This is an optimization exercise on Yosys and OpenROAD, whose aim is small area, not a production implementation.
The RTL was checked by simulation tests, not by an equivalence proof against the original design.

## flow/design.v (module list and top-level ports; edited modules follow where they fit)
// module mdc_top: 541 lines
// module mdc_dp: 998 lines
// module mdc_fa: 4 lines
// module mdc_ha: 4 lines
module mdc_top (
    input  logic         clk,
    input  logic         rst_n,
    input  logic         in_valid,
    input  logic [14:0]  in_data,
    input  logic [8:0]   in_mode,
    output logic         out_valid,
    output logic [206:0] out_data
);
  // ...
==> flow/flow/run.sh <==
#!/bin/bash
set -euo pipefail
bash standard.sh "BUFFER_PORTS_ARGS=-buffer_cell sky130_fd_sc_hd__buf_1" finish > standard_flow.log 2>&1
==> flow/standard.sh <==
#!/bin/bash
# synth_recipe.tcl (not shown) runs the flow's synth.tcl, then flattens the netlist and writes it again
# the make line also repeats each setting of config.mk as NAME=value (left out here)
make -C /OpenROAD-flow-scripts/flow DESIGN_CONFIG=/design/flow/config.mk WORK_HOME=/design/flow/orfs CLKGATE_MAP_FILE= SYNTH_SCRIPT=/design/flow/synth_recipe.tcl "${@:-finish}"
==> flow/config.mk <==
export PLATFORM = sky130hd
export DESIGN_NAME = mdc_top
export DESIGN_NICKNAME = mdc_top
export VERILOG_FILES = /design/flow/design.v
export SDC_FILE = /design/flow/constraint.sdc
export NUM_CORES = 8
export LEC_CHECK = 0
export ABC_AREA = 1
export CAP_MARGIN = 20
export CORE_MARGIN = 2
export CORE_UTILIZATION = 40
export CTS_BUF_LIST = sky130_fd_sc_hd__clkbuf_4
export SETUP_SLACK_MARGIN = 1.0
export SLEW_MARGIN = 20
export SYNTH_HIERARCHICAL = 1
export SYNTH_MINIMUM_KEEP_SIZE = 0
==> flow/constraint.sdc <==
create_clock -name core_clock -period 25.0 [get_ports {clk}]
set_input_delay 5.0000 -clock core_clock [delete_from_list [all_inputs] [get_ports {clk}]]
set_output_delay 5.0000 -clock core_clock [all_outputs]
set_load 0.01 [all_outputs]
==> impl_metrics.yaml, run 1 <==
status:
  outcome: "finished clean"
finish:
  final-instance-count-excl-fill: 3833
  layout.non_clock_buffers: 252
  n_sequential_cell: 413
  synthToLayoutAreaGrowth_pct: 10.3
  multi_input_area_share_pct: 51.6
  nets: 3354
  post-route-util_pct: 44.7
  clockNetworkAreaShare_pct: 4.67
global_routing:
  globalRouteMet3Util_pct: 4.18
  grt_util_all_layers_pct: 27.8
floorplanning:
  core_region_area_mm2: 0.0577
min_path:
  whs_path_depth: 0
  hp-start: "mr[1][19]"
route:
  wirelength_met1_um: 33900
  route.met2.wl_um: 39700
synthesis:
  synthesized_area_fraction_occupied_by_ao_oa_aoi_and_oai_cells_pct: 7.08
  synth_area_mm2: 0.0234
  synth_edf_count: 1
  yosysSeqAreaShare_pct: 35.6
  xor_xnor_fraction_of_synth_area_pct: 0.0750
  post_synth_and_or_nand_nor_area_fraction_pct: 24.0
  netlist_top_cells_count: "882 x sky130_fd_sc_hd__nand2_1, 405 x sky130_fd_sc_hd__dfxtp_1, 279 x sky130_fd_sc_hd__nor2_1, 267 x sky130_fd_sc_hd__fa_1, 224 x sky130_fd_sc_hd__inv_1"
  mux_contribution_to_synthesized_area_pct: 0
  yosys.cell_count.top_type: "sky130_fd_sc_hd__nand2_1"
sta:
  post-route-period-util_pct: 81.9
  max_slew.worst_pin.slew_ps: 928
  max_clock_freq_mhz: 48.8
  setup_viol: 0
  layout_setup_ws_ps: 4520
clock_network:
  clock_slew_seen_by_the_registers_of_the_worst_setup_and_hold_paths_ps: 70
  postCtsHoldBufs: 0
  clockBufferDepth: 3
worst_setup_path:
  regToRegSetupSlack_ps: 4520
  startpoint_type: "flip-flop"
  critPathMaxStageDelay_ps: 570
place:
  post-dp-hpwl_um: 65500
==> run 2: changes to the inputs <==
==> flow/run.sh (new file) <==
#!/bin/bash
# synth_recipe.tcl (not shown) runs the flow's synth.tcl, then flattens the netlist and writes it again
# the make line also repeats each setting of config.mk as NAME=value (left out here)
make -C /OpenROAD-flow-scripts/flow DESIGN_CONFIG=/design/flow/config.mk WORK_HOME=/design/flow/orfs CLKGATE_MAP_FILE= SYNTH_SCRIPT=/design/flow/synth_recipe.tcl finish
removed: flow/flow/run.sh
removed: flow/standard.sh
==> impl_metrics.yaml, run 2 <==
finish:
  mostFrequentLayoutCell: "sky130_fd_sc_hd__nand2_1"
  nFillCells: 5622
  synthToLayoutAreaGrowth_pct: 16.5
  nets: 3352
  post-route-util_pct: 47.2
  final_cell_area_mm2: 0.0272
  largest_register_ff_count: 207
  layout-drive-gt1-share_pct: 7.14
  layout.cells.most_common_list: "881 x sky130_fd_sc_hd__nand2_1, 405 x sky130_fd_sc_hd__dfxtp_1, 279 x sky130_fd_sc_hd__nor2_1"
route:
  final_antenna_net_count: 0
  met3_wirelength_um: 6810
  dr_total_vias: 20300
  route.met2.wl_um: 40400
  dr.pass1.iters: 7
  iteration_0_drc_markers: 1683
  detail_route.wirelength_um: 85200
  detail_route.wl_per_cell_um: 22.2
  wirelength_met1_um: 34200
  maxUsedRoutingLayer: "met5"
  detail_route.vias_per_cell: 5.30
  drc_errors: 0
place:
  dp_area_mm2: 0.0260
  post-dp-hpwl_um: 65600
  port_buffers: 234
  routabilityCongestion: 0.962
synthesis:
  synth_area_mm2: 0.0234
  synth_edf_count: 1
  synth_register_bits: 413
  ys_async_sr_fraction_pct: 1.69
  synth.top_cells.by_area: "sky130_fd_sc_hd__dfxtp_1 35%, sky130_fd_sc_hd__fa_1 23%, sky130_fd_sc_hd__nand2_1 14%, sky130_fd_sc_hd__nor2_1 4.5%, sky130_fd_sc_hd__nand3_1 4.0%"
  predominant_post_synthesis_flop_cell: "sky130_fd_sc_hd__dfxtp_1"
  netlist_top_cells_count: "882 x sky130_fd_sc_hd__nand2_1, 405 x sky130_fd_sc_hd__dfxtp_1, 279 x sky130_fd_sc_hd__nor2_1, 267 x sky130_fd_sc_hd__fa_1, 224 x sky130_fd_sc_hd__inv_1"
  ys_warn_count: 9
  mean_cell_area_of_the_mapped_netlist_um2: 8.36
  yosysUniqueCellTypes: 42
  synth_largest_area_cell: "sky130_fd_sc_hd__dfxtp_1"
  synth_top_cell_area_share_pct: 34.7
  yosysSeqAreaShare_pct: 35.6
  netlist_instances: 2795
  yosys.cell_count.top_type: "sky130_fd_sc_hd__nand2_1"
sta:
  timing.setup.tns_ps: 0
  post-route-period-util_pct: 82.0
  setup_viol: 0
  max_slew_margin_pct: 30.7
  worst_hold_slack_ps: 247
  max_slew.worst_pin.slew_ps: 1040
  timing.final.crit_period_ps: 20500
  setup_repair_after_global_routing_missed_its_margin: "no"
  worst_clock_skew_on_the_final_layout_ps: 102
  max_clock_freq_mhz: 48.8
  finalHoldViolations: 0
  timing.final.max_slew_violations: 0
worst_setup_path:
  worst_path_most_repeated_cell: "sky130_fd_sc_hd__fa_1"
  worst_path_max_delay_cell: "sky130_fd_sc_hd__buf_4"
  worstSetupPathType: "flip-flop to flip-flop"
  cp-end-kind: "flip-flop"
  startpoint_type: "flip-flop"
  critical_path_arrival_ps: 21230
  cp_max_fo: 51
  critPathMaxStageDelay_ps: 640
  timing.critical_path.required_ps: 25730
global_routing:
  grt_start_max_net_pins: 198
  vias_in_the_first_global_route: 20400
  grt_remaining_overflow: 0
  initial_antenna_violation_count: 3
  grt_first_pass_wirelength_um: 127000
  grt_util_all_layers_pct: 28.1
status:
  outcome: "finished clean"
clock_network:
  numClockSinks: 413
  tritoncts: "done"
  post-cts-setup-buffer-count: 0
  postCtsHoldBufs: 0
  clockBufferDepth: 3
  clock-root-buffer: "sky130_fd_sc_hd__clkbuf_4"
  resize_count_post_cts: 0
  clk_latency_ps: 910
  cts_made_buffers: 101
  cts-htree-levels: 3
  clock_slew_seen_by_the_registers_of_the_worst_setup_and_hold_paths_ps: 70
floorplanning:
  core_region_area_mm2: 0.0577
  placementRows: 88
  initial_core_utilization_pct: 40.5
  boundaryPins: 235
  die_height_um: 246
  die_wd_um: 246
  floorplan.die_area_mm2: 0.0604
flow_run:
  drv_cap: 0
min_path:
  holdCritPathClass: "flip-flop to flip-flop"
-- run 2: cell type report --
| class | count | area (um2) | share of cell area [%] |
|---|---|---|---|
| clock inverter | 28 | 194 | 0.713 |
| tap | 765 | 957 | 3.52 |
| clock buffer | 135 | 1010 | 3.72 |
| antenna | 4 | 10.0 | 0.0368 |
| inverter | 252 | 956 | 3.51 |
| timing repair buffer | 250 | 2470 | 9.09 |
| sequential | 413 | 8310 | 30.5 |
| multi-input combinational | 1990 | 13300 | 48.9 |
-- run 2: kinds of logic (layout without fill, tap and decap cells) --
group / Yosys count / in the layout / synth area share (%)
fa+ha+maj: 317 / 317 / 25.6
other cells: 1 / 18 / 0.0161
simple gates: 1390 / 1390 / 24.0
flops: 413 / 413 / 35.6
xor+xnor: 2 / 2 / 0.0750
buf+inv: 405 / 665 / 7.73
compound gates: 267 / 267 / 7.08
-- run 2: through the flow --
stage               worst slack, ps  instances
finish                         4500       3837
global route                   3790       3836
CTS                            4690       3833
detailed placement             4720       3670
global placement               4910       3670
floorplan                      6930       2808
-- run 2: per-layer routing --
metal | up-vias | GRT usage, %
li1 | 9205 | -
met1 | 9862 | 35.6
met2 | 1073 | 47.5
met3 | 184 | 4.15
met4 | 4 | 12.8
met5 | - | 0
-- run 2: worst paths after layout --
path / startpoint / end / slack (ps) / cells after the start
worst min register to register: mr[1][17] / mr[2][17] / 250 / 0
min in group asynchronous: rst_n / c[1] / 4440 / 1
worst max-delay path: c[1] / F[144] / 4500 / 59
max in group asynchronous: rst_n / out_valid / 20300 / 1
worst min-delay path: mr[1][17] / mr[2][17] / 250 / 0
worst max register to register: c[1] / F[144] / 4500 / 59
-- run 2: worst max-delay path: cells and delay by family, from the launching register on --
family	cells	cell delay [ps]
adder cells (fa/ha/maj)	38	15820
AND/OR/NAND/NOR	13	2550
buffers and inverters	5	1020
AO/OA/AOI/OAI	3	580
flip-flops	1	390
-- run 2: per-module statistics from Yosys (local to each module, per instance) --
module   copies in the design  cells inside
mdc_top                     1          1911
mdc_ha                     45             1
mdc_fa                    267             1
mdc_dp                      1           572
==> module mdc_top, before the edit <==
module mdc_top (
    input  logic         clk,
    input  logic         rst_n,
    input  logic         in_valid,
    input  logic [14:0]  in_data,
    input  logic [8:0]   in_mode,
    output logic         out_valid,
    output logic [206:0] out_data
);
    logic [3:0]  syn15, syn9;
    logic [14:0] fix15;
    logic [8:0]  fix9;
    logic [10:0] din;
    logic [4:0]  mdec;
    always_comb begin
        syn15 = '0;
        for (int p = 1; p <= 15; p++) if (in_data[15-p]) syn15 = syn15 ^ 4'(p);
        fix15 = in_data;
        for (int p = 1; p <= 15; p++) if (syn15 == 4'(p)) fix15[15-p] = ~in_data[15-p];
        din = {fix15[12], fix15[10:8], fix15[6:0]};
        syn9 = '0;
        for (int p = 1; p <= 9; p++) if (in_mode[9-p]) syn9 = syn9 ^ 4'(p);
        fix9 = in_mode;
        for (int p = 1; p <= 9; p++) if (syn9 == 4'(p)) fix9[9-p] = ~in_mode[9-p];
        mdec = {fix9[6], fix9[4:2], fix9[0]};
    end
    logic       busy;
    logic [4:0] c;
    logic       sel3;
    always_ff @(posedge clk or negedge rst_n) begin
        if (!rst_n) begin
            busy <= 1'b0; c <= 5'd0; out_valid <= 1'b0;
        end else begin
            out_valid <= busy && (c == 5'd30);
            if (!busy) begin
                if (in_valid) begin busy <= 1'b1; c <= 5'd1; end
            end else begin
                c <= c + 5'd1;
                if (c == 5'd30) busy <= 1'b0;
            end
        end
    end
    always_ff @(posedge clk) begin
        if (!busy && in_valid) sel3 <= (mdec == 5'b00110);
    end
    logic [10:0] ln [0:11];
    always_ff @(posedge clk) begin
        ln[0] <= in_valid ? din : ln[11];
        for (int i = 1; i < 12; i++) ln[i] <= ln[i-1];
    end
    logic [206:0] F;
    logic signed [10:0] a1, a2, b1, b2;
    logic wr2, big, accen, h3w;
    logic [2:0] mrwe;
    logic [1:0] mrsel;
    always_comb begin
        a1 = ln[0]; a2 = ln[0]; b1 = ln[0]; b2 = ln[0];
        wr2 = 1'b0; big = 1'b0; accen = 1'b0; h3w = 1'b0; a1z = 1'b0; mrwe = '0; mrsel = 2'd0;
        if (sel3) begin big = 1'b1; accen = 1'b1; a1z = 1'b1; h3w = 1'b1; end
        if (!sel3) begin
            case (c)
                5'd7: begin a1 = ln[6]; a2 = ln[5]; b1 = ln[1]; b2 = ln[2]; wr2 = 1'b1; end
                5'd8: begin a1 = ln[6]; a2 = ln[5]; b1 = ln[1]; b2 = ln[2]; wr2 = 1'b1; end
                5'd9: begin a1 = ln[6]; a2 = ln[5]; b1 = ln[1]; b2 = ln[2]; wr2 = 1'b1; end
                5'd12: begin a1 = ln[6]; a2 = ln[5]; b1 = ln[1]; b2 = ln[2]; wr2 = 1'b1; end
                5'd13: begin a1 = ln[6]; a2 = ln[5]; b1 = ln[1]; b2 = ln[2]; wr2 = 1'b1; end
                5'd15: begin a1 = ln[6]; a2 = ln[5]; b1 = ln[1]; b2 = ln[2]; wr2 = 1'b1; end
                5'd23: begin a1 = ln[6]; a2 = ln[5]; b1 = ln[1]; b2 = ln[2]; wr2 = 1'b1; end
                5'd28: begin a1 = ln[6]; a2 = ln[5]; b1 = ln[1]; b2 = ln[2]; wr2 = 1'b1; end
                5'd29: begin a1 = ln[6]; a2 = ln[5]; b1 = ln[1]; b2 = ln[2]; wr2 = 1'b1; end
                default: ;
            endcase
        end
        if (sel3) begin
            case (c)
                5'd7: begin a1 = ln[6]; a2 = ln[5]; b1 = ln[1]; b2 = ln[2]; mrwe[0] = 1'b1; big = 1'b0; accen = 1'b0; a1z = 1'b0; h3w = 1'b0; end
                5'd8: begin a1 = ln[6]; a2 = ln[5]; b1 = ln[1]; b2 = ln[2]; mrwe[0] = 1'b1; big = 1'b0; accen = 1'b0; a1z = 1'b0; h3w = 1'b0; end
                5'd9: begin a1 = ln[6]; a2 = ln[5]; b1 = ln[1]; b2 = ln[2]; mrwe[0] = 1'b1; big = 1'b0; accen = 1'b0; a1z = 1'b0; h3w = 1'b0; end
                5'd10: begin a1 = ln[0]; a1z = 1'b0; mrsel = 2'd0; accen = 1'b0; end
                5'd11: begin a1 = ln[0]; a1z = 1'b0; mrsel = 2'd0; accen = 1'b0; end
                5'd12: begin a1 = ln[9]; a2 = ln[5]; b1 = ln[7]; b2 = ln[11]; mrwe[0] = 1'b1; big = 1'b0; accen = 1'b0; a1z = 1'b0; h3w = 1'b0; end
                5'd13: begin a1 = ln[9]; a2 = ln[5]; b1 = ln[7]; b2 = ln[11]; mrwe[0] = 1'b1; big = 1'b0; accen = 1'b0; a1z = 1'b0; h3w = 1'b0; end
                5'd14: begin a1 = ln[3]; a1z = 1'b0; mrsel = 2'd0; end
                5'd15: begin a1 = ln[6]; a1z = 1'b0; mrsel = 2'd0; end
                5'd16: begin a1 = ln[6]; a2 = ln[5]; b1 = ln[1]; b2 = ln[2]; mrwe[0] = 1'b1; big = 1'b0; accen = 1'b0; a1z = 1'b0; h3w = 1'b0; end
                5'd17: begin a1 = ln[0]; a1z = 1'b0; mrsel = 2'd0; accen = 1'b0; end
                5'd18: begin a1 = ln[6]; a1z = 1'b0; mrsel = 2'd0; end
                5'd19: begin a1 = ln[9]; a1z = 1'b0; mrsel = 2'd0; end
                5'd20: begin a1 = ln[0]; a1z = 1'b0; mrsel = 2'd0; accen = 1'b0; end
                5'd21: begin a1 = ln[0]; a2 = ln[8]; b1 = ln[7]; b2 = ln[11]; mrwe[0] = 1'b1; big = 1'b0; accen = 1'b0; a1z = 1'b0; h3w = 1'b0; end
                5'd22: begin a1 = ln[9]; a2 = ln[1]; b1 = ln[11]; b2 = ln[7]; mrwe[0] = 1'b1; big = 1'b0; accen = 1'b0; a1z = 1'b0; h3w = 1'b0; end
                5'd23: begin a1 = ln[0]; a2 = ln[8]; b1 = ln[7]; b2 = ln[11]; mrwe[0] = 1'b1; big = 1'b0; accen = 1'b0; a1z = 1'b0; h3w = 1'b0; end
                5'd24: begin a1 = ln[6]; a1z = 1'b0; mrsel = 2'd0; end
                5'd25: begin a1 = ln[6]; a1z = 1'b0; mrsel = 2'd0; end
                5'd27: begin a1 = ln[3]; a2 = ln[5]; b1 = ln[1]; b2 = ln[11]; mrwe[0] = 1'b1; big = 1'b0; accen = 1'b0; a1z = 1'b0; h3w = 1'b0; end
                5'd28: begin a1 = ln[9]; a1z = 1'b0; mrsel = 2'd0; end
                5'd29: begin a1 = ln[11]; a1z = 1'b0; mrsel = 2'd0; end
                default: ;
            endcase
        end
        if (!busy) begin wr2 = 1'b0; mrwe = '0; end
    end
    logic [21:0] d;
    logic [21:0] mrv;
    logic [21:0] mr [0:2];
    always_ff @(posedge clk) begin
        mr[0] <= mrwe[0] ? d : mr[2];
        mr[1] <= mr[0];
        mr[2] <= mr[1];
    end
    assign mrv = mr[0];
    logic [33:0] t;
    logic a1z;
    wire [10:0] a1g = a1z ? 11'd0 : a1;
    mdc_dp u_dp (.a1(a1g), .a2(a2), .b1(b1), .b2(b2), .mlo(mrv[10:0]), .mhi(mrv[21:11]), .accv(F[186:153]), .big(big), .accen(accen), .t(t));
    assign d = t[21:0];
    logic [22:0] h2;
    logic [50:0] h3;
    assign h2 = wr2 ? {t[21], t[21:0]} : F[91:69];
    assign h3 = h3w ? {{17{t[33]}}, t} : F[203:153];
    always_ff @(posedge clk) begin
        if (sel3) begin
            F[0] <= F[51];
            F[1] <= F[52];
            F[2] <= F[53];
            F[3] <= F[54];
            F[4] <= F[55];
            F[5] <= F[56];
            F[6] <= F[57];
            F[7] <= F[58];
            F[8] <= F[59];
            F[9] <= F[60];
            F[10] <= F[61];
            F[11] <= F[62];
            F[12] <= F[63];
            F[13] <= F[64];
            F[14] <= F[65];
            F[15] <= F[66];
            F[16] <= F[67];
            F[17] <= F[68];
            F[18] <= F[69];
            F[19] <= F[70];
            F[20] <= F[71];
            F[21] <= F[72];
            F[22] <= F[73];
            F[23] <= F[74];
            F[24] <= F[75];
            F[25] <= F[76];
            F[26] <= F[77];
            F[27] <= F[78];
            F[28] <= F[79];
            F[29] <= F[80];
            F[30] <= F[81];
            F[31] <= F[82];
            F[32] <= F[83];
            F[33] <= F[84];
            F[34] <= F[85];
            F[35] <= F[86];
            F[36] <= F[87];
            F[37] <= F[88];
            F[38] <= F[89];
            F[39] <= F[90];
            F[40] <= F[91];
            F[41] <= F[92];
            F[42] <= F[93];
            F[43] <= F[94];
            F[44] <= F[95];
            F[45] <= F[96];
            F[46] <= F[97];
            F[47] <= F[98];
            F[48] <= F[99];
            F[49] <= F[100];
            F[50] <= F[101];
            F[51] <= F[102];
            F[52] <= F[103];
            F[53] <= F[104];
            F[54] <= F[105];
            F[55] <= F[106];
            F[56] <= F[107];
            F[57] <= F[108];
            F[58] <= F[109];
            F[59] <= F[110];
            F[60] <= F[111];
            F[61] <= F[112];
            F[62] <= F[113];
            F[63] <= F[114];
            F[64] <= F[115];
            F[65] <= F[116];
            F[66] <= F[117];
            F[67] <= F[118];
            F[68] <= F[119];
            F[69] <= F[120];
            F[70] <= F[121];
            F[71] <= F[122];
            F[72] <= F[123];
            F[73] <= F[124];
            F[74] <= F[125];
            F[75] <= F[126];
            F[76] <= F[127];
            F[77] <= F[128];
            F[78] <= F[129];
            F[79] <= F[130];
            F[80] <= F[131];
            F[81] <= F[132];
            F[82] <= F[133];
            F[83] <= F[134];
            F[84] <= F[135];
            F[85] <= F[136];
            F[86] <= F[137];
            F[87] <= F[138];
            F[88] <= F[139];
            F[89] <= F[140];
            F[90] <= F[141];
            F[91] <= F[142];
            F[92] <= F[143];
            F[93] <= F[144];
            F[94] <= F[145];
            F[95] <= F[146];
            F[96] <= F[147];
            F[97] <= F[148];
            F[98] <= F[149];
            F[99] <= F[150];
            F[100] <= F[151];
            F[101] <= F[152];
            F[102] <= h3[0];
            F[103] <= h3[1];
            F[104] <= h3[2];
            F[105] <= h3[3];
            F[106] <= h3[4];
            F[107] <= h3[5];
            F[108] <= h3[6];
            F[109] <= h3[7];
            F[110] <= h3[8];
            F[111] <= h3[9];
            F[112] <= h3[10];
            F[113] <= h3[11];
            F[114] <= h3[12];
            F[115] <= h3[13];
            F[116] <= h3[14];
            F[117] <= h3[15];
            F[118] <= h3[16];
            F[119] <= h3[17];
            F[120] <= h3[18];
            F[121] <= h3[19];
            F[122] <= h3[20];
            F[123] <= h3[21];
            F[124] <= h3[22];
            F[125] <= h3[23];
            F[126] <= h3[24];
            F[127] <= h3[25];
            F[128] <= h3[26];
            F[129] <= h3[27];
            F[130] <= h3[28];
            F[131] <= h3[29];
            F[132] <= h3[30];
            F[133] <= h3[31];
            F[134] <= h3[32];
            F[135] <= h3[33];
            F[136] <= h3[34];
            F[137] <= h3[35];
            F[138] <= h3[36];
            F[139] <= h3[37];
            F[140] <= h3[38];
            F[141] <= h3[39];
            F[142] <= h3[40];
            F[143] <= h3[41];
            F[144] <= h3[42];
            F[145] <= h3[43];
            F[146] <= h3[44];
            F[147] <= h3[45];
            F[148] <= h3[46];
            F[149] <= h3[47];
            F[150] <= h3[48];
            F[151] <= h3[49];
            F[152] <= h3[50];
            F[153] <= F[0];
            F[154] <= F[1];
            F[155] <= F[2];
            F[156] <= F[3];
            F[157] <= F[4];
            F[158] <= F[5];
            F[159] <= F[6];
            F[160] <= F[7];
            F[161] <= F[8];
            F[162] <= F[9];
            F[163] <= F[10];
            F[164] <= F[11];
            F[165] <= F[12];
            F[166] <= F[13];
            F[167] <= F[14];
            F[168] <= F[15];
            F[169] <= F[16];
            F[170] <= F[17];
            F[171] <= F[18];
            F[172] <= F[19];
            F[173] <= F[20];
            F[174] <= F[21];
            F[175] <= F[22];
            F[176] <= F[23];
            F[177] <= F[24];
            F[178] <= F[25];
            F[179] <= F[26];
            F[180] <= F[27];
            F[181] <= F[28];
            F[182] <= F[29];
            F[183] <= F[30];
            F[184] <= F[31];
            F[185] <= F[32];
            F[186] <= F[33];
            F[187] <= F[34];
            F[188] <= F[35];
            F[189] <= F[36];
            F[190] <= F[37];
            F[191] <= F[38];
            F[192] <= F[39];
            F[193] <= F[40];
            F[194] <= F[41];
            F[195] <= F[42];
            F[196] <= F[43];
            F[197] <= F[44];
            F[198] <= F[45];
            F[199] <= F[46];
            F[200] <= F[47];
            F[201] <= F[48];
            F[202] <= F[49];
            F[203] <= F[50];
            F[204] <= 1'b0;
            F[205] <= 1'b0;
            F[206] <= 1'b0;
        end else begin
            F[0] <= F[92];
            F[1] <= F[93];
            F[2] <= F[94];
            F[3] <= F[95];
            F[4] <= F[96];
            F[5] <= F[97];
            F[6] <= F[98];
            F[7] <= F[99];
            F[8] <= F[100];
            F[9] <= F[101];
            F[10] <= F[102];
            F[11] <= F[103];
            F[12] <= F[104];
            F[13] <= F[105];
            F[14] <= F[106];
            F[15] <= F[107];
            F[16] <= F[108];
            F[17] <= F[109];
            F[18] <= F[110];
            F[19] <= F[111];
            F[20] <= F[112];
            F[21] <= F[113];
            F[22] <= F[114];
            F[23] <= F[0];
            F[24] <= F[1];
            F[25] <= F[2];
            F[26] <= F[3];
            F[27] <= F[4];
            F[28] <= F[5];
            F[29] <= F[6];
            F[30] <= F[7];
            F[31] <= F[8];
            F[32] <= F[9];
            F[33] <= F[10];
            F[34] <= F[11];
            F[35] <= F[12];
            F[36] <= F[13];
            F[37] <= F[14];
            F[38] <= F[15];
            F[39] <= F[16];
            F[40] <= F[17];
            F[41] <= F[18];
            F[42] <= F[19];
            F[43] <= F[20];
            F[44] <= F[21];
            F[45] <= F[22];
            F[46] <= F[184];
            F[47] <= F[185];
            F[48] <= F[186];
            F[49] <= F[187];
            F[50] <= F[188];
            F[51] <= F[189];
            F[52] <= F[190];
            F[53] <= F[191];
            F[54] <= F[192];
            F[55] <= F[193];
            F[56] <= F[194];
            F[57] <= F[195];
            F[58] <= F[196];
            F[59] <= F[197];
            F[60] <= F[198];
            F[61] <= F[199];
            F[62] <= F[200];
            F[63] <= F[201];
            F[64] <= F[202];
            F[65] <= F[203];
            F[66] <= F[204];
            F[67] <= F[205];
            F[68] <= F[206];
            F[69] <= F[115];
            F[70] <= F[116];
            F[71] <= F[117];
            F[72] <= F[118];
            F[73] <= F[119];
            F[74] <= F[120];
            F[75] <= F[121];
            F[76] <= F[122];
            F[77] <= F[123];
            F[78] <= F[124];
            F[79] <= F[125];
            F[80] <= F[126];
            F[81] <= F[127];
            F[82] <= F[128];
            F[83] <= F[129];
            F[84] <= F[130];
            F[85] <= F[131];
            F[86] <= F[132];
            F[87] <= F[133];
            F[88] <= F[134];
            F[89] <= F[135];
            F[90] <= F[136];
            F[91] <= F[137];
            F[92] <= h2[0];
            F[93] <= h2[1];
            F[94] <= h2[2];
            F[95] <= h2[3];
            F[96] <= h2[4];
            F[97] <= h2[5];
            F[98] <= h2[6];
            F[99] <= h2[7];
            F[100] <= h2[8];
            F[101] <= h2[9];
            F[102] <= h2[10];
            F[103] <= h2[11];
            F[104] <= h2[12];
            F[105] <= h2[13];
            F[106] <= h2[14];
            F[107] <= h2[15];
            F[108] <= h2[16];
            F[109] <= h2[17];
            F[110] <= h2[18];
            F[111] <= h2[19];
            F[112] <= h2[20];
            F[113] <= h2[21];
            F[114] <= h2[22];
            F[115] <= F[46];
            F[116] <= F[47];
            F[117] <= F[48];
            F[118] <= F[49];
            F[119] <= F[50];
            F[120] <= F[51];
            F[121] <= F[52];
            F[122] <= F[53];
            F[123] <= F[54];
            F[124] <= F[55];
            F[125] <= F[56];
            F[126] <= F[57];
            F[127] <= F[58];
            F[128] <= F[59];
            F[129] <= F[60];
            F[130] <= F[61];
            F[131] <= F[62];
            F[132] <= F[63];
            F[133] <= F[64];
            F[134] <= F[65];
            F[135] <= F[66];
            F[136] <= F[67];
            F[137] <= F[68];
            F[138] <= F[23];
            F[139] <= F[24];
            F[140] <= F[25];
            F[141] <= F[26];
            F[142] <= F[27];
            F[143] <= F[28];
            F[144] <= F[29];
            F[145] <= F[30];
            F[146] <= F[31];
            F[147] <= F[32];
            F[148] <= F[33];
            F[149] <= F[34];
            F[150] <= F[35];
            F[151] <= F[36];
            F[152] <= F[37];
            F[153] <= F[38];
            F[154] <= F[39];
            F[155] <= F[40];
            F[156] <= F[41];
            F[157] <= F[42];
            F[158] <= F[43];
            F[159] <= F[44];
            F[160] <= F[45];
            F[161] <= F[138];
            F[162] <= F[139];
            F[163] <= F[140];
            F[164] <= F[141];
            F[165] <= F[142];
            F[166] <= F[143];
            F[167] <= F[144];
            F[168] <= F[145];
            F[169] <= F[146];
            F[170] <= F[147];
            F[171] <= F[148];
            F[172] <= F[149];
            F[173] <= F[150];
            F[174] <= F[151];
            F[175] <= F[152];
            F[176] <= F[153];
            F[177] <= F[154];
            F[178] <= F[155];
            F[179] <= F[156];
            F[180] <= F[157];
            F[181] <= F[158];
            F[182] <= F[159];
            F[183] <= F[160];
            F[184] <= F[161];
            F[185] <= F[162];
            F[186] <= F[163];
            F[187] <= F[164];
            F[188] <= F[165];
            F[189] <= F[166];
            F[190] <= F[167];
            F[191] <= F[168];
            F[192] <= F[169];
            F[193] <= F[170];
            F[194] <= F[171];
            F[195] <= F[172];
            F[196] <= F[173];
            F[197] <= F[174];
            F[198] <= F[175];
            F[199] <= F[176];
            F[200] <= F[177];
            F[201] <= F[178];
            F[202] <= F[179];
            F[203] <= F[180];
            F[204] <= F[181];
            F[205] <= F[182];
            F[206] <= F[183];
        end
    end
    assign out_data = F;
endmodule
==> run 3: changes to the inputs <==
--- a/flow/design.v
+++ b/flow/design.v
@@ -29,18 +29,20 @@
     logic       sel3;
     always_ff @(posedge clk or negedge rst_n) begin
         if (!rst_n) begin
-            busy <= 1'b0; c <= 5'd0; out_valid <= 1'b0;
+            busy <= 1'b0; out_valid <= 1'b0;
         end else begin
             out_valid <= busy && (c == 5'd30);
             if (!busy) begin
-                if (in_valid) begin busy <= 1'b1; c <= 5'd1; end
+                if (in_valid) busy <= 1'b1;
             end else begin
-                c <= c + 5'd1;
                 if (c == 5'd30) busy <= 1'b0;
             end
         end
     end
     always_ff @(posedge clk) begin
+        c <= busy ? c + 5'd1 : 5'd1;
+    end
+    always_ff @(posedge clk) begin
         if (!busy && in_valid) sel3 <= (mdec == 5'b00110);
     end
     logic [10:0] ln [0:11];
@@ -48,7 +50,7 @@
         ln[0] <= in_valid ? din : ln[11];
         for (int i = 1; i < 12; i++) ln[i] <= ln[i-1];
     end
-    logic [206:0] F;
+    logic [206:0] F;   
     logic signed [10:0] a1, a2, b1, b2;
     logic wr2, big, accen, h3w;
     logic [2:0] mrwe;
@@ -59,42 +61,75 @@
         if (sel3) begin big = 1'b1; accen = 1'b1; a1z = 1'b1; h3w = 1'b1; end
         if (!sel3) begin
             case (c)
+                5'd0: begin a1 = ln[6]; a2 = ln[5]; b1 = ln[1]; b2 = ln[2]; end
+                5'd1: begin a1 = ln[6]; a2 = ln[5]; b1 = ln[1]; b2 = ln[2]; end
+                5'd2: begin a1 = ln[6]; a2 = ln[5]; b1 = ln[1]; b2 = ln[2]; end
+                5'd3: begin a1 = ln[6]; a2 = ln[5]; b1 = ln[1]; b2 = ln[2]; end
+                5'd4: begin a1 = ln[6]; a2 = ln[5]; b1 = ln[1]; b2 = ln[2]; end
+                5'd5: begin a1 = ln[6]; a2 = ln[5]; b1 = ln[1]; b2 = ln[2]; end
+                5'd6: begin a1 = ln[6]; a2 = ln[5]; b1 = ln[1]; b2 = ln[2]; end
                 5'd7: begin a1 = ln[6]; a2 = ln[5]; b1 = ln[1]; b2 = ln[2]; wr2 = 1'b1; end
                 5'd8: begin a1 = ln[6]; a2 = ln[5]; b1 = ln[1]; b2 = ln[2]; wr2 = 1'b1; end
                 5'd9: begin a1 = ln[6]; a2 = ln[5]; b1 = ln[1]; b2 = ln[2]; wr2 = 1'b1; end
+                5'd10: begin a1 = ln[6]; a2 = ln[5]; b1 = ln[1]; b2 = ln[2]; end
+                5'd11: begin a1 = ln[6]; a2 = ln[5]; b1 = ln[1]; b2 = ln[2]; end
                 5'd12: begin a1 = ln[6]; a2 = ln[5]; b1 = ln[1]; b2 = ln[2]; wr2 = 1'b1; end
                 5'd13: begin a1 = ln[6]; a2 = ln[5]; b1 = ln[1]; b2 = ln[2]; wr2 = 1'b1; end
+                5'd14: begin a1 = ln[6]; a2 = ln[5]; b1 = ln[1]; b2 = ln[2]; end
                 5'd15: begin a1 = ln[6]; a2 = ln[5]; b1 = ln[1]; b2 = ln[2]; wr2 = 1'b1; end
+                5'd16: begin a1 = ln[6]; a2 = ln[5]; b1 = ln[1]; b2 = ln[2]; end
+                5'd17: begin a1 = ln[6]; a2 = ln[5]; b1 = ln[1]; b2 = ln[2]; end
+                5'd18: begin a1 = ln[6]; a2 = ln[5]; b1 = ln[1]; b2 = ln[2]; end
+                5'd19: begin a1 = ln[6]; a2 = ln[5]; b1 = ln[1]; b2 = ln[2]; end
+                5'd20: begin a1 = ln[6]; a2 = ln[5]; b1 = ln[1]; b2 = ln[2]; end
+                5'd21: begin a1 = ln[6]; a2 = ln[5]; b1 = ln[1]; b2 = ln[2]; end
+                5'd22: begin a1 = ln[6]; a2 = ln[5]; b1 = ln[1]; b2 = ln[2]; end
                 5'd23: begin a1 = ln[6]; a2 = ln[5]; b1 = ln[1]; b2 = ln[2]; wr2 = 1'b1; end
+                5'd24: begin a1 = ln[6]; a2 = ln[5]; b1 = ln[1]; b2 = ln[2]; end
+                5'd25: begin a1 = ln[6]; a2 = ln[5]; b1 = ln[1]; b2 = ln[2]; end
+                5'd26: begin a1 = ln[6]; a2 = ln[5]; b1 = ln[1]; b2 = ln[2]; end
+                5'd27: begin a1 = ln[6]; a2 = ln[5]; b1 = ln[1]; b2 = ln[2]; end
                 5'd28: begin a1 = ln[6]; a2 = ln[5]; b1 = ln[1]; b2 = ln[2]; wr2 = 1'b1; end
                 5'd29: begin a1 = ln[6]; a2 = ln[5]; b1 = ln[1]; b2 = ln[2]; wr2 = 1'b1; end
+                5'd30: begin a1 = ln[6]; a2 = ln[5]; b1 = ln[1]; b2 = ln[2]; end
+                5'd31: begin a1 = ln[6]; a2 = ln[5]; b1 = ln[1]; b2 = ln[2]; end
                 default: ;
             endcase
         end
         if (sel3) begin
             case (c)
+                5'd0: begin a1 = ln[6]; a2 = ln[5]; b1 = ln[1]; b2 = ln[2]; end
+                5'd1: begin a1 = ln[6]; a2 = ln[5]; b1 = ln[1]; b2 = ln[2]; end
+                5'd2: begin a1 = ln[6]; a2 = ln[5]; b1 = ln[1]; b2 = ln[2]; end
+                5'd3: begin a1 = ln[6]; a2 = ln[5]; b1 = ln[1]; b2 = ln[2]; end
+                5'd4: begin a1 = ln[6]; a2 = ln[5]; b1 = ln[1]; b2 = ln[2]; end
+                5'd5: begin a1 = ln[6]; a2 = ln[5]; b1 = ln[1]; b2 = ln[2]; end
+                5'd6: begin a1 = ln[6]; a2 = ln[5]; b1 = ln[1]; b2 = ln[2]; end
                 5'd7: begin a1 = ln[6]; a2 = ln[5]; b1 = ln[1]; b2 = ln[2]; mrwe[0] = 1'b1; big = 1'b0; accen = 1'b0; a1z = 1'b0; h3w = 1'b0; end
                 5'd8: begin a1 = ln[6]; a2 = ln[5]; b1 = ln[1]; b2 = ln[2]; mrwe[0] = 1'b1; big = 1'b0; accen = 1'b0; a1z = 1'b0; h3w = 1'b0; end
                 5'd9: begin a1 = ln[6]; a2 = ln[5]; b1 = ln[1]; b2 = ln[2]; mrwe[0] = 1'b1; big = 1'b0; accen = 1'b0; a1z = 1'b0; h3w = 1'b0; end
-                5'd10: begin a1 = ln[0]; a1z = 1'b0; mrsel = 2'd0; accen = 1'b0; end
-                5'd11: begin a1 = ln[0]; a1z = 1'b0; mrsel = 2'd0; accen = 1'b0; end
+                5'd10: begin a1 = ln[0]; a2 = ln[5]; b1 = ln[1]; b2 = ln[2]; a1z = 1'b0; mrsel = 2'd0; accen = 1'b0; end
+                5'd11: begin a1 = ln[0]; a2 = ln[5]; b1 = ln[1]; b2 = ln[2]; a1z = 1'b0; mrsel = 2'd0; accen = 1'b0; end
                 5'd12: begin a1 = ln[9]; a2 = ln[5]; b1 = ln[7]; b2 = ln[11]; mrwe[0] = 1'b1; big = 1'b0; accen = 1'b0; a1z = 1'b0; h3w = 1'b0; end
                 5'd13: begin a1 = ln[9]; a2 = ln[5]; b1 = ln[7]; b2 = ln[11]; mrwe[0] = 1'b1; big = 1'b0; accen = 1'b0; a1z = 1'b0; h3w = 1'b0; end
-                5'd14: begin a1 = ln[3]; a1z = 1'b0; mrsel = 2'd0; end
-                5'd15: begin a1 = ln[6]; a1z = 1'b0; mrsel = 2'd0; end
+                5'd14: begin a1 = ln[3]; a2 = ln[5]; b1 = ln[7]; b2 = ln[11]; a1z = 1'b0; mrsel = 2'd0; end
+                5'd15: begin a1 = ln[6]; a2 = ln[5]; b1 = ln[7]; b2 = ln[11]; a1z = 1'b0; mrsel = 2'd0; end
                 5'd16: begin a1 = ln[6]; a2 = ln[5]; b1 = ln[1]; b2 = ln[2]; mrwe[0] = 1'b1; big = 1'b0; accen = 1'b0; a1z = 1'b0; h3w = 1'b0; end
-                5'd17: begin a1 = ln[0]; a1z = 1'b0; mrsel = 2'd0; accen = 1'b0; end
-                5'd18: begin a1 = ln[6]; a1z = 1'b0; mrsel = 2'd0; end
-                5'd19: begin a1 = ln[9]; a1z = 1'b0; mrsel = 2'd0; end
-                5'd20: begin a1 = ln[0]; a1z = 1'b0; mrsel = 2'd0; accen = 1'b0; end
+                5'd17: begin a1 = ln[0]; a2 = ln[5]; b1 = ln[1]; b2 = ln[2]; a1z = 1'b0; mrsel = 2'd0; accen = 1'b0; end
+                5'd18: begin a1 = ln[6]; a2 = ln[5]; b1 = ln[1]; b2 = ln[2]; a1z = 1'b0; mrsel = 2'd0; end
+                5'd19: begin a1 = ln[9]; a2 = ln[5]; b1 = ln[1]; b2 = ln[2]; a1z = 1'b0; mrsel = 2'd0; end
+                5'd20: begin a1 = ln[0]; a2 = ln[5]; b1 = ln[1]; b2 = ln[2]; a1z = 1'b0; mrsel = 2'd0; accen = 1'b0; end
                 5'd21: begin a1 = ln[0]; a2 = ln[8]; b1 = ln[7]; b2 = ln[11]; mrwe[0] = 1'b1; big = 1'b0; accen = 1'b0; a1z = 1'b0; h3w = 1'b0; end
                 5'd22: begin a1 = ln[9]; a2 = ln[1]; b1 = ln[11]; b2 = ln[7]; mrwe[0] = 1'b1; big = 1'b0; accen = 1'b0; a1z = 1'b0; h3w = 1'b0; end
                 5'd23: begin a1 = ln[0]; a2 = ln[8]; b1 = ln[7]; b2 = ln[11]; mrwe[0] = 1'b1; big = 1'b0; accen = 1'b0; a1z = 1'b0; h3w = 1'b0; end
-                5'd24: begin a1 = ln[6]; a1z = 1'b0; mrsel = 2'd0; end
-                5'd25: begin a1 = ln[6]; a1z = 1'b0; mrsel = 2'd0; end
+                5'd24: begin a1 = ln[6]; a2 = ln[8]; b1 = ln[7]; b2 = ln[11]; a1z = 1'b0; mrsel = 2'd0; end
+                5'd25: begin a1 = ln[6]; a2 = ln[8]; b1 = ln[7]; b2 = ln[11]; a1z = 1'b0; mrsel = 2'd0; end
+                5'd26: begin a1 = ln[6]; a2 = ln[8]; b1 = ln[7]; b2 = ln[11]; end
                 5'd27: begin a1 = ln[3]; a2 = ln[5]; b1 = ln[1]; b2 = ln[11]; mrwe[0] = 1'b1; big = 1'b0; accen = 1'b0; a1z = 1'b0; h3w = 1'b0; end
-                5'd28: begin a1 = ln[9]; a1z = 1'b0; mrsel = 2'd0; end
-                5'd29: begin a1 = ln[11]; a1z = 1'b0; mrsel = 2'd0; end
+                5'd28: begin a1 = ln[9]; a2 = ln[5]; b1 = ln[1]; b2 = ln[11]; a1z = 1'b0; mrsel = 2'd0; end
+                5'd29: begin a1 = ln[11]; a2 = ln[5]; b1 = ln[1]; b2 = ln[11]; a1z = 1'b0; mrsel = 2'd0; end
+                5'd30: begin a1 = ln[11]; a2 = ln[5]; b1 = ln[1]; b2 = ln[11]; end
+                5'd31: begin a1 = ln[11]; a2 = ln[5]; b1 = ln[1]; b2 = ln[11]; end
                 default: ;
             endcase
         end
@@ -116,8 +151,8 @@
     assign d = t[21:0];
     logic [22:0] h2;
     logic [50:0] h3;
-    assign h2 = wr2 ? {t[21], t[21:0]} : F[91:69];
-    assign h3 = h3w ? {{17{t[33]}}, t} : F[203:153];
+    assign h2 = wr2 ? {t[21], t[21:0]} : {F[90], F[90:69]};
+    assign h3 = {{17{h3w ? t[33] : F[186]}}, (h3w ? t : F[186:153])};
     always_ff @(posedge clk) begin
         if (sel3) begin
             F[0] <= F[51];
@@ -160,12 +195,11 @@
             F[37] <= F[88];
             F[38] <= F[89];
             F[39] <= F[90];
-            F[40] <= F[91];
+            F[40] <= F[84];
             F[41] <= F[92];
             F[42] <= F[93];
             F[43] <= F[94];
             F[44] <= F[95];
-            F[45] <= F[96];
             F[46] <= F[97];
             F[47] <= F[98];
             F[48] <= F[99];
@@ -206,12 +240,11 @@
             F[83] <= F[134];
             F[84] <= F[135];
             F[85] <= F[136];
-            F[86] <= F[137];
+            F[86] <= F[135];
             F[87] <= F[138];
             F[88] <= F[139];
             F[89] <= F[140];
             F[90] <= F[141];
-            F[91] <= F[142];
             F[92] <= F[143];
             F[93] <= F[144];
             F[94] <= F[145];
@@ -257,7 +290,6 @@
             F[134] <= h3[32];
             F[135] <= h3[33];
             F[136] <= h3[34];
-            F[137] <= h3[35];
             F[138] <= h3[36];
             F[139] <= h3[37];
             F[140] <= h3[38];
@@ -318,7 +350,7 @@
             F[195] <= F[42];
             F[196] <= F[43];
             F[197] <= F[44];
-            F[198] <= F[45];
+            F[198] <= F[33];
             F[199] <= F[46];
             F[200] <= F[47];
             F[201] <= F[48];
@@ -326,7 +358,6 @@
             F[203] <= F[50];
             F[204] <= 1'b0;
             F[205] <= 1'b0;
-            F[206] <= 1'b0;
         end else begin
             F[0] <= F[92];
             F[1] <= F[93];
@@ -373,7 +404,6 @@
             F[42] <= F[19];
             F[43] <= F[20];
             F[44] <= F[21];
-            F[45] <= F[22];
             F[46] <= F[184];
             F[47] <= F[185];
             F[48] <= F[186];
@@ -396,7 +426,7 @@
             F[65] <= F[203];
             F[66] <= F[204];
             F[67] <= F[205];
-            F[68] <= F[206];
+            F[68] <= F[205];
             F[69] <= F[115];
             F[70] <= F[116];
             F[71] <= F[117];
@@ -419,7 +449,6 @@
             F[88] <= F[134];
             F[89] <= F[135];
             F[90] <= F[136];
-            F[91] <= F[137];
             F[92] <= h2[0];
             F[93] <= h2[1];
             F[94] <= h2[2];
@@ -465,7 +494,6 @@
             F[134] <= F[65];
             F[135] <= F[66];
             F[136] <= F[67];
-            F[137] <= F[68];
             F[138] <= F[23];
             F[139] <= F[24];
             F[140] <= F[25];
@@ -488,7 +516,7 @@
             F[157] <= F[42];
             F[158] <= F[43];
             F[159] <= F[44];
-            F[160] <= F[45];
+            F[160] <= F[44];
             F[161] <= F[138];
             F[162] <= F[139];
             F[163] <= F[140];
@@ -534,10 +562,15 @@
             F[203] <= F[180];
             F[204] <= F[181];
             F[205] <= F[182];
-            F[206] <= F[183];
         end
     end
-    assign out_data = F;
+    always_comb begin
+        out_data = F;
+        out_data[206] = sel3 ? 1'b0 : F[205];
+        out_data[137] = sel3 ? F[135] : F[136];
+        out_data[91] = sel3 ? F[84] : F[90];
+        out_data[45] = sel3 ? F[33] : F[44];
+    end
 endmodule
 module mdc_dp (
     input  logic [10:0] a1, a2, b1, b2, mlo, mhi,
==> flow/flow/run.sh (new file) <==
#!/bin/bash
set -euo pipefail
bash standard.sh "BUFFER_PORTS_ARGS=-buffer_cell sky130_fd_sc_hd__buf_1" finish > standard_flow.log 2>&1
==> flow/standard.sh (new file) <==
#!/bin/bash
# synth_recipe.tcl (not shown) runs the flow's synth.tcl, then flattens the netlist and writes it again
# the make line also repeats each setting of config.mk as NAME=value (left out here)
make -C /OpenROAD-flow-scripts/flow DESIGN_CONFIG=/design/flow/config.mk WORK_HOME=/design/flow/orfs CLKGATE_MAP_FILE= SYNTH_SCRIPT=/design/flow/synth_recipe.tcl "${@:-finish}"
--- a/flow/config.mk
+++ b/flow/config.mk
@@ -9,7 +9,9 @@
 export CAP_MARGIN = 20
 export CORE_MARGIN = 2
 export CORE_UTILIZATION = 40
-export CTS_BUF_LIST = sky130_fd_sc_hd__clkbuf_4
+export CTS_BUF_LIST = sky130_fd_sc_hd__clkbuf_16
+export CTS_CLUSTER_DIAMETER = 100
+export CTS_CLUSTER_SIZE = 20
 export SETUP_SLACK_MARGIN = 1.0
 export SLEW_MARGIN = 20
 export SYNTH_HIERARCHICAL = 1
removed: flow/run.sh
==> impl_metrics.yaml, run 3 <==
synthesis:
  synth_largest_area_cell: "sky130_fd_sc_hd__dfxtp_1"
  synth_area_mm2: 0.0229
  yosysSeqAreaShare_pct: 35.9
  yosys.cell_count.top_type: "sky130_fd_sc_hd__nand2_1"
  ys_async_sr_fraction_pct: 0.489
  netlist_top_cells_count: "813 x sky130_fd_sc_hd__nand2_1, 406 x sky130_fd_sc_hd__dfxtp_1, 267 x sky130_fd_sc_hd__fa_1, 262 x sky130_fd_sc_hd__nor2_1, 223 x sky130_fd_sc_hd__inv_1"
  synth_edf_count: 1
  yosysUniqueCellTypes: 38
  synth_top_cell_area_share_pct: 35.5
  ys_warn_count: 9
  synth.top_cells.by_area: "sky130_fd_sc_hd__dfxtp_1 36%, sky130_fd_sc_hd__fa_1 23%, sky130_fd_sc_hd__nand2_1 13%, sky130_fd_sc_hd__nand3_1 4.4%, sky130_fd_sc_hd__nor2_1 4.3%"
  predominant_post_synthesis_flop_cell: "sky130_fd_sc_hd__dfxtp_1"
  netlist_instances: 2742
  synth_register_bits: 409
  mean_cell_area_of_the_mapped_netlist_um2: 8.35
route:
  detail_route.wl_per_cell_um: 22.0
  iteration_0_drc_markers: 1715
  detail_route.wirelength_um: 80100
  detail_route.vias_per_cell: 5.28
  dr_total_vias: 19200
  drc_errors: 0
  final_antenna_net_count: 0
  dr.pass1.iters: 5
floorplanning:
  boundaryPins: 235
  die_wd_um: 243
  core_region_area_mm2: 0.0565
  die_height_um: 243
  initial_core_utilization_pct: 40.5
  placementRows: 87
  floorplan.die_area_mm2: 0.0592
clock_network:
  clock_slew_seen_by_the_registers_of_the_worst_setup_and_hold_paths_ps: 90
  clockBufferDepth: 3
  clk_latency_ps: 590
  cts-htree-levels: 1
  numClockSinks: 409
  tritoncts: "done"
  cts_made_buffers: 24
  postCtsHoldBufs: 0
  post-cts-setup-buffer-count: 0
  clock-root-buffer: "sky130_fd_sc_hd__clkbuf_16"
  resize_count_post_cts: 0
sta:
  max_slew_margin_pct: 23.8
  max_clock_freq_mhz: 49.5
  post-route-period-util_pct: 80.9
  worst_hold_slack_ps: 327
  setup_viol: 0
  finalHoldViolations: 0
  timing.final.crit_period_ps: 20220
  worst_clock_skew_on_the_final_layout_ps: 52.8
  setup_repair_after_global_routing_missed_its_margin: "no"
  max_slew.worst_pin.slew_ps: 1140
  timing.setup.tns_ps: 0
  layout_setup_ws_ps: 4780
  timing.final.max_slew_violations: 0
place:
  cell_count_post_placement: 3613
  routabilityCongestion: 1.06
  port_buffers: 234
  post-place-ws_ps: 4580
  post-dp-hpwl_um: 63900
  dp_area_mm2: 0.0241
global_routing:
  initial_antenna_violation_count: 1
  vias_in_the_first_global_route: 18900
  grt_start_max_net_pins: 99
  grt_first_pass_wirelength_um: 120000
  grt_util_all_layers_pct: 26.6
  grt_remaining_overflow: 0
worst_setup_path:
  cp_max_fo: 49
  timing.critical_path.required_ps: 25440
  critPathMaxStageDelay_ps: 710
  startpoint_type: "flip-flop"
  crit_path_start: "c[0]"
  cp-end-kind: "flip-flop"
  worst_path_most_repeated_cell: "sky130_fd_sc_hd__fa_1"
  worst_flop_to_flop_path_startpoint: "c[0]"
  critical_path_arrival_ps: 20660
  worstSetupPathType: "flip-flop to flip-flop"
  worst_path_max_delay_cell: "sky130_fd_sc_hd__nor2_4"
finish:
  nets: 3229
  layout-drive-gt1-share_pct: 3.19
  final-instance-count-excl-fill: 3642
  largest_register_ff_count: 203
  final_cell_area_mm2: 0.0248
  layout.cells.most_common_list: "813 x sky130_fd_sc_hd__nand2_1, 406 x sky130_fd_sc_hd__dfxtp_1, 267 x sky130_fd_sc_hd__fa_1"
  antenna_cells_inserted: 0
  mostFrequentLayoutCell: "sky130_fd_sc_hd__nand2_1"
  multiInputGateArea_mm2: 0.0131
  synthToLayoutAreaGrowth_pct: 8.26
  post-route-util_pct: 43.9
  layout.area.seq_mm2: 0.00821
  nFillCells: 5709
min_path:
  holdCritPathClass: "flip-flop to flip-flop"
  hp-start: "mr[1][20]"
status:
  outcome: "finished clean"
flow_run:
  drv_cap: 0
## run 3: worst paths after layout
path / end / slack [ps] / cells after the start
min in group asynchronous: busy / 4210 / 1
min reg2reg: mr[2][20] / 330 / 0
max reg2reg: out_data[140] / 4780 / 56
max: out_data[140] / 4780 / 56
min: mr[2][20] / 330 / 0
max in group asynchronous: out_valid / 20670 / 1
## run 3: per-layer routing
layer  vias up  part of all wire [%]  global-route usage (%)
met5         -                     0                       0
met4         0                   3.6                    8.08
met3       122                   7.1                    3.48
met2       804                    47                    44.4
met1      9529                    42                    36.0
li1       8792                     -                       -
## run 3: cell families after synthesis
logic type / Yosys count / share of synthesized area, %
AND/OR/NAND/NOR: 1336 / 23.7
flip-flops: 409 / 35.9
buffers and inverters: 396 / 7.44
adder cells (fa/ha/maj): 319 / 26.2
AO/OA/AOI/OAI: 281 / 6.81
other: 1 / 0.0164
## run 3: final cells by class
cell class,count,area share [%]
Clock inverter,5,0.151
Sequential cell,409,33.1
Multi-Input combinational cell,1950,52.7
Tap cell,756,3.82
Clock buffer,24,2.42
Inverter,247,3.77
Timing Repair Buffer,251,4.06
## run 3: per-module statistics from Yosys, one instance, submodules excluded
module   flops+latches  cells inside  copies in the design  cell area [um2]
mdc_dp               0           572                     1             2560
mdc_fa               0             1                   267             20.0
mdc_ha               0             1                    45             12.5
mdc_top            409          1858                     1            14400
## run 3: critical path, delay by kind of cell, from the launching register on
family | cells | cell delay [ps]
compound gates | 3 | 770
flops | 1 | 430
fa+ha+maj | 38 | 15770
buf+inv | 4 | 1110
simple gates | 11 | 1940
==> run 4: changes to the inputs <==
--- a/flow/config.mk
+++ b/flow/config.mk
@@ -9,9 +9,7 @@
 export CAP_MARGIN = 20
 export CORE_MARGIN = 2
 export CORE_UTILIZATION = 40
-export CTS_BUF_LIST = sky130_fd_sc_hd__clkbuf_16
-export CTS_CLUSTER_DIAMETER = 100
-export CTS_CLUSTER_SIZE = 20
+export CTS_BUF_LIST = sky130_fd_sc_hd__clkbuf_4
 export SETUP_SLACK_MARGIN = 1.0
 export SLEW_MARGIN = 20
 export SYNTH_HIERARCHICAL = 1
==> impl_metrics.yaml, run 4 <==
finish:
  nets: 3306
  largest_register_ff_count: 203
  mostFrequentLayoutCell: "sky130_fd_sc_hd__nand2_1"
  layout.cells.most_common_list: "813 x sky130_fd_sc_hd__nand2_1, 406 x sky130_fd_sc_hd__dfxtp_1, 267 x sky130_fd_sc_hd__fa_1"
  nFillCells: 5721
  synthToLayoutAreaGrowth_pct: 11.1
  layout-drive-gt1-share_pct: 7.23
  final_cell_area_mm2: 0.0254
  final-instance-count-excl-fill: 3791
  post-route-util_pct: 45.0
route:
  dr.pass1.iters: 6
  final_antenna_net_count: 0
  detail_route.wl_per_cell_um: 21.4
  drc_errors: 0
  dr_total_vias: 19700
  detail_route.wirelength_um: 81300
  detail_route.vias_per_cell: 5.20
  iteration_0_drc_markers: 1642
sta:
  layout_setup_ws_ps: 4850
  worst_clock_skew_on_the_final_layout_ps: 90.5
  max_clock_freq_mhz: 49.6
  timing.final.max_slew_violations: 0
  worst_hold_slack_ps: 311
  timing.final.crit_period_ps: 20150
  finalHoldViolations: 0
  setup_viol: 0
  setup_repair_after_global_routing_missed_its_margin: "no"
  post-route-period-util_pct: 80.6
  max_slew_margin_pct: 22.9
  max_slew.worst_pin.slew_ps: 1160
  timing.setup.tns_ps: 0
clock_network:
  resize_count_post_cts: 0
  clock_slew_seen_by_the_registers_of_the_worst_setup_and_hold_paths_ps: 70
  clock-root-buffer: "sky130_fd_sc_hd__clkbuf_4"
  post-cts-setup-buffer-count: 0
  clk_latency_ps: 870
  postCtsHoldBufs: 0
  cts-htree-levels: 3
  cts_made_buffers: 101
  clockBufferDepth: 3
  numClockSinks: 409
  tritoncts: "done"
worst_setup_path:
  timing.critical_path.required_ps: 25720
  regToRegSetupSlack_ps: 4850
  startpoint_type: "flip-flop"
  cp_max_fo: 17
  worst_path_most_repeated_cell: "sky130_fd_sc_hd__fa_1"
  cp-end-kind: "flip-flop"
  worstSetupPathType: "flip-flop to flip-flop"
  critical_path_arrival_ps: 20870
  critPathMaxStageDelay_ps: 760
  critical_path.n_buffers_inverters: 2
  worst_path_max_delay_cell: "sky130_fd_sc_hd__nor3_2"
  cp_top_family: "adder cells"
global_routing:
  met2_usage_pct: 44.9
  globalRouteMet3Util_pct: 4.95
  vias_in_the_first_global_route: 19700
  grt_first_pass_wirelength_um: 122000
  grt_start_max_net_pins: 99
  groute.layer.met1.usage_pct: 35.9
  grt_remaining_overflow: 0
  grt_util_all_layers_pct: 27.3
  initial_antenna_violation_count: 1
  grt.busiest_layer: "met2"
floorplanning:
  floorplan.die_area_mm2: 0.0592
  initial_core_utilization_pct: 40.5
  placementRows: 87
  die_height_um: 243
  die_wd_um: 243
  boundaryPins: 235
  core_region_area_mm2: 0.0565
place:
  port_buffers: 234
  cell_count_post_placement: 3613
  routabilityCongestion: 1.06
  post-place-ws_ps: 4580
  post-dp-hpwl_um: 63900
  dp_area_mm2: 0.0241
synthesis:
  synth_top_cell_area_share_pct: 35.5
  synth_edf_count: 1
  synth_area_mm2: 0.0229
  mean_cell_area_of_the_mapped_netlist_um2: 8.35
  synth_largest_area_cell: "sky130_fd_sc_hd__dfxtp_1"
  netlist_instances: 2742
  synth.top_cells.by_area: "sky130_fd_sc_hd__dfxtp_1 36%, sky130_fd_sc_hd__fa_1 23%, sky130_fd_sc_hd__nand2_1 13%, sky130_fd_sc_hd__nand3_1 4.4%, sky130_fd_sc_hd__nor2_1 4.3%"
  yosysUniqueCellTypes: 38
  predominant_post_synthesis_flop_cell: "sky130_fd_sc_hd__dfxtp_1"
  ys_async_sr_fraction_pct: 0.489
  yosys.cell_count.top_type: "sky130_fd_sc_hd__nand2_1"
  yosysSeqAreaShare_pct: 35.9
  ys_warn_count: 9
  synth_register_bits: 409
  netlist_top_cells_count: "813 x sky130_fd_sc_hd__nand2_1, 406 x sky130_fd_sc_hd__dfxtp_1, 267 x sky130_fd_sc_hd__fa_1, 262 x sky130_fd_sc_hd__nor2_1, 223 x sky130_fd_sc_hd__inv_1"
status:
  outcome: "finished clean"
min_path:
  holdCritPathClass: "flip-flop to flip-flop"
flow_run:
  drv_cap: 0
-- run 4: layout make-up --
class	count	area [um2]	share of cell area, %
Timing Repair Buffer	251	1010	3.96
Sequential cell	409	8210	32.3
Antenna cell	4	10.0	0.0394
Clock buffer	141	1060	4.16
Inverter	247	935	3.68
Multi-Input combinational cell	1950	13100	51.3
Tap cell	756	946	3.72
Clock inverter	33	211	0.832
-- run 4: per-module statistics from Yosys, one instance, submodules excluded --
module / cells inside / copies in the design
mdc_fa: 1 / 267
mdc_dp: 572 / 1
mdc_top: 1858 / 1
mdc_ha: 1 / 45
-- run 4: final timing paths --
path                            depth (start not counted)             to  startpoint
worst min-delay path                                    0      mr[2][15]   mr[1][15]
min in group asynchronous                               1           busy       rst_n
worst max register to register                         55  out_data[140]        c[0]
max in group asynchronous                               1      out_valid       rst_n
worst min register to register                          0      mr[2][15]   mr[1][15]
worst max-delay path                                   55  out_data[140]        c[0]
-- run 4: logic make-up (layout without fill, tap and decap cells) --
family                     count (synthesis)  count (layout)  share of synthesized area, %
DFF                                      409             409                          35.9
adders and majority gates                319             319                          26.2
and+or+nand+nor                         1336            1336                          23.7
AOI/OAI and AO/OA                        281             281                          6.81
buffers and inverters                    396             672                          7.44
other                                      1              18                        0.0164
-- run 4: per-layer routing --
layer | vias up | part of all wire, % | wire length [um]
met5 | - | 0 | 0
met4 | 0 | 3.6 | 2960
met3 | 139 | 7.4 | 5980
met2 | 888 | 47 | 38200
met1 | 9662 | 42 | 34200
li1 | 9037 | - | -
==> run 5: changes to the inputs <==
--- a/flow/config.mk
+++ b/flow/config.mk
@@ -9,7 +9,9 @@
 export CAP_MARGIN = 20
 export CORE_MARGIN = 2
 export CORE_UTILIZATION = 40
-export CTS_BUF_LIST = sky130_fd_sc_hd__clkbuf_4
+export CTS_BUF_LIST = sky130_fd_sc_hd__clkbuf_8
+export CTS_CLUSTER_DIAMETER = 80
+export CTS_CLUSTER_SIZE = 15
 export SETUP_SLACK_MARGIN = 1.0
 export SLEW_MARGIN = 20
 export SYNTH_HIERARCHICAL = 1
==> impl_metrics.yaml, run 5 <==
clock_network:
  tritoncts: "done"
  resize_count_post_cts: 0
  clock-root-buffer: "sky130_fd_sc_hd__clkbuf_8"
  postCtsHoldBufs: 0
  clock_slew_seen_by_the_registers_of_the_worst_setup_and_hold_paths_ps: 100
  post-cts-setup-buffer-count: 0
  numClockSinks: 409
  clockBufferDepth: 3
  cts-htree-levels: 2
  cts_made_buffers: 35
  clk_latency_ps: 640
route:
  dr.pass1.iters: 8
  final_antenna_net_count: 0
  detail_route.wl_per_cell_um: 22.1
  detail_route.wirelength_um: 80700
  dr_total_vias: 19300
  iteration_0_drc_markers: 1734
  drc_errors: 0
  detail_route.vias_per_cell: 5.28
worst_setup_path:
  startpoint_type: "flip-flop"
  timing.critical_path.required_ps: 25470
  cp_max_fo: 17
  critical_path.n_buffers_inverters: 5
  critPathMaxStageDelay_ps: 890
  cp_top_family: "adder cells"
  cp-end-kind: "flip-flop"
  critical_path_arrival_ps: 20760
  worst_path_max_delay_cell: "sky130_fd_sc_hd__a21oi_1"
  worstSetupPathType: "flip-flop to flip-flop"
  worst_path_most_repeated_cell: "sky130_fd_sc_hd__fa_1"
min_path:
  holdCritPathClass: "flip-flop to flip-flop"
finish:
  mostFrequentLayoutCell: "sky130_fd_sc_hd__nand2_1"
  nFillCells: 5727
  synthToLayoutAreaGrowth_pct: 7.97
  layout-drive-gt1-share_pct: 3.72
  post-route-util_pct: 43.7
  layout.cells.most_common_list: "813 x sky130_fd_sc_hd__nand2_1, 406 x sky130_fd_sc_hd__dfxtp_1, 267 x sky130_fd_sc_hd__fa_1"
  nets: 3240
  antenna_cells_inserted: 0
  largest_register_ff_count: 203
  final_cell_area_mm2: 0.0247
global_routing:
  initial_antenna_violation_count: 1
  grt_remaining_overflow: 0
  grt_first_pass_wirelength_um: 120000
  vias_in_the_first_global_route: 19100
  grt_util_all_layers_pct: 26.9
  grt_start_max_net_pins: 99
synthesis:
  ys_async_sr_fraction_pct: 0.489
  synth_register_bits: 409
  synth_area_mm2: 0.0229
  mean_cell_area_of_the_mapped_netlist_um2: 8.35
  yosysSeqAreaShare_pct: 35.9
  yosysUniqueCellTypes: 38
  netlist_top_cells_count: "813 x sky130_fd_sc_hd__nand2_1, 406 x sky130_fd_sc_hd__dfxtp_1, 267 x sky130_fd_sc_hd__fa_1, 262 x sky130_fd_sc_hd__nor2_1, 223 x sky130_fd_sc_hd__inv_1"
  synth_top_cell_area_share_pct: 35.5
  synth_largest_area_cell: "sky130_fd_sc_hd__dfxtp_1"
  synth_edf_count: 1
  ys_warn_count: 9
  yosys.cell_count.top_type: "sky130_fd_sc_hd__nand2_1"
  netlist_instances: 2742
  synth.top_cells.by_area: "sky130_fd_sc_hd__dfxtp_1 36%, sky130_fd_sc_hd__fa_1 23%, sky130_fd_sc_hd__nand2_1 13%, sky130_fd_sc_hd__nand3_1 4.4%, sky130_fd_sc_hd__nor2_1 4.3%"
  predominant_post_synthesis_flop_cell: "sky130_fd_sc_hd__dfxtp_1"
sta:
  timing.final.max_slew_violations: 0
  setup_viol: 0
  max_slew.worst_pin.slew_ps: 1160
  layout_setup_ws_ps: 4710
  worst_clock_skew_on_the_final_layout_ps: 45.1
  finalHoldViolations: 0
  post-route-period-util_pct: 81.1
  max_clock_freq_mhz: 49.3
  timing.setup.tns_ps: 0
  timing.final.crit_period_ps: 20290
  max_slew_margin_pct: 22.7
  setup_repair_after_global_routing_missed_its_margin: "no"
place:
  post-place-ws_ps: 4580
  port_buffers: 234
  dp_area_mm2: 0.0241
  routabilityCongestion: 1.06
  post-dp-hpwl_um: 63900
floorplanning:
  die_wd_um: 243
  initial_core_utilization_pct: 40.5
  die_height_um: 243
  boundaryPins: 235
  floorplan.die_area_mm2: 0.0592
  placementRows: 87
  core_region_area_mm2: 0.0565
status:
  outcome: "finished clean"
flow_run:
  drv_cap: 0
==> run 5: layer usage <==
layer	track usage [%]	vias up	share of wire, %
li1	-	8809	-
met1	36.0	9547	43
met2	44.8	823	47
met3	4.04	125	6.8
met4	8.55	0	3.3
met5	0	-	0
==> run 5: modules after synthesis (local to each module, per instance) <==
module	cell area, um2	flip-flops and latches	cells	copies in the design
mdc_fa	20.0	0	1	267
mdc_top	14400	409	1858	1
mdc_ha	12.5	0	1	45
mdc_dp	2560	0	572	1
==> run 5: kinds of logic after synthesis <==
group | count (synthesis) | synth area share (%)
AND/OR/NAND/NOR | 1336 | 23.7
flip-flops | 409 | 35.9
adder cells (fa/ha/maj) | 319 | 26.2
AO/OA/AOI/OAI | 281 | 6.81
other | 1 | 0.0164
buffers and inverters | 396 | 7.44
==> run 5: layout make-up <==
type	count	area (um2)	area share, %
Tap cell	756	946	3.83
Clock buffer	35	482	1.95
Multi-Input combinational cell	1950	13100	52.8
Clock inverter	9	90.1	0.364
Timing Repair Buffer	251	1010	4.07
Sequential cell	409	8210	33.2
Inverter	247	935	3.78
==> run 5: final timing paths <==
check	from	to	slack (ps)	cells after the start
worst max-delay path	c[0]	out_data[147]	4710	60
worst max register to register	c[0]	out_data[147]	4710	60
worst min-delay path	mr[1][15]	mr[2][15]	310	0
worst min register to register	mr[1][15]	mr[2][15]	310	0
min in group asynchronous	rst_n	out_valid	4150	1
max in group asynchronous	rst_n	busy	20730	1
==> run 5: metrics by stage <==
stage | std cells | hold slack, ps
final | 3657 | 312
after floorplan | 2755 | 310
after detailed placement | 3613 | 312
after global routing | 3657 | 337
after CTS | 3657 | 314
after global placement | 3613 | 310

## what the ideal ports hide
In the flow no input, the clock included, has a driving cell. The finished layouts below were timed again as built, in two steps.
Step 1: set_driving_cell puts a clkbuf_16 on clk and a buf_2 on each other input, an assumption about the parent block.
Step 2 adds t to the input delays and takes it off the output delays; t is the mean of the earliest and latest rising clock arrival at the registers after step 1. Input paths then give back, and output paths get back, about the clock's delay inside the block.
a / b / c = ideal ports / drivers / drivers and shift; a / b = the first two.
run | t (ns) | setup WS [ns] | clock arrival spread, ns | worst register clock-pin slew, ns | cell pins on the clock port's net
run 1 | 0.934 | 4.519 / 4.519 / 4.519 | 0.129 / 0.129 | 0.10 / 0.10 | 1
run 2 | 0.907 | 4.502 / 4.502 / 4.502 | 0.102 / 0.102 | 0.08 / 0.08 | 1
run 3 | 0.620 | 4.778 / 4.778 / 4.778 | 0.053 / 0.052 | 0.09 / 0.09 | 1
run 4 | 0.883 | 4.849 / 4.849 / 4.849 | 0.091 / 0.090 | 0.10 / 0.10 | 1
run 5 | 0.672 | 4.715 / 4.715 / 4.715 | 0.045 / 0.045 | 0.11 / 0.11 | 1
After both steps setup and hold are still met in every run listed.
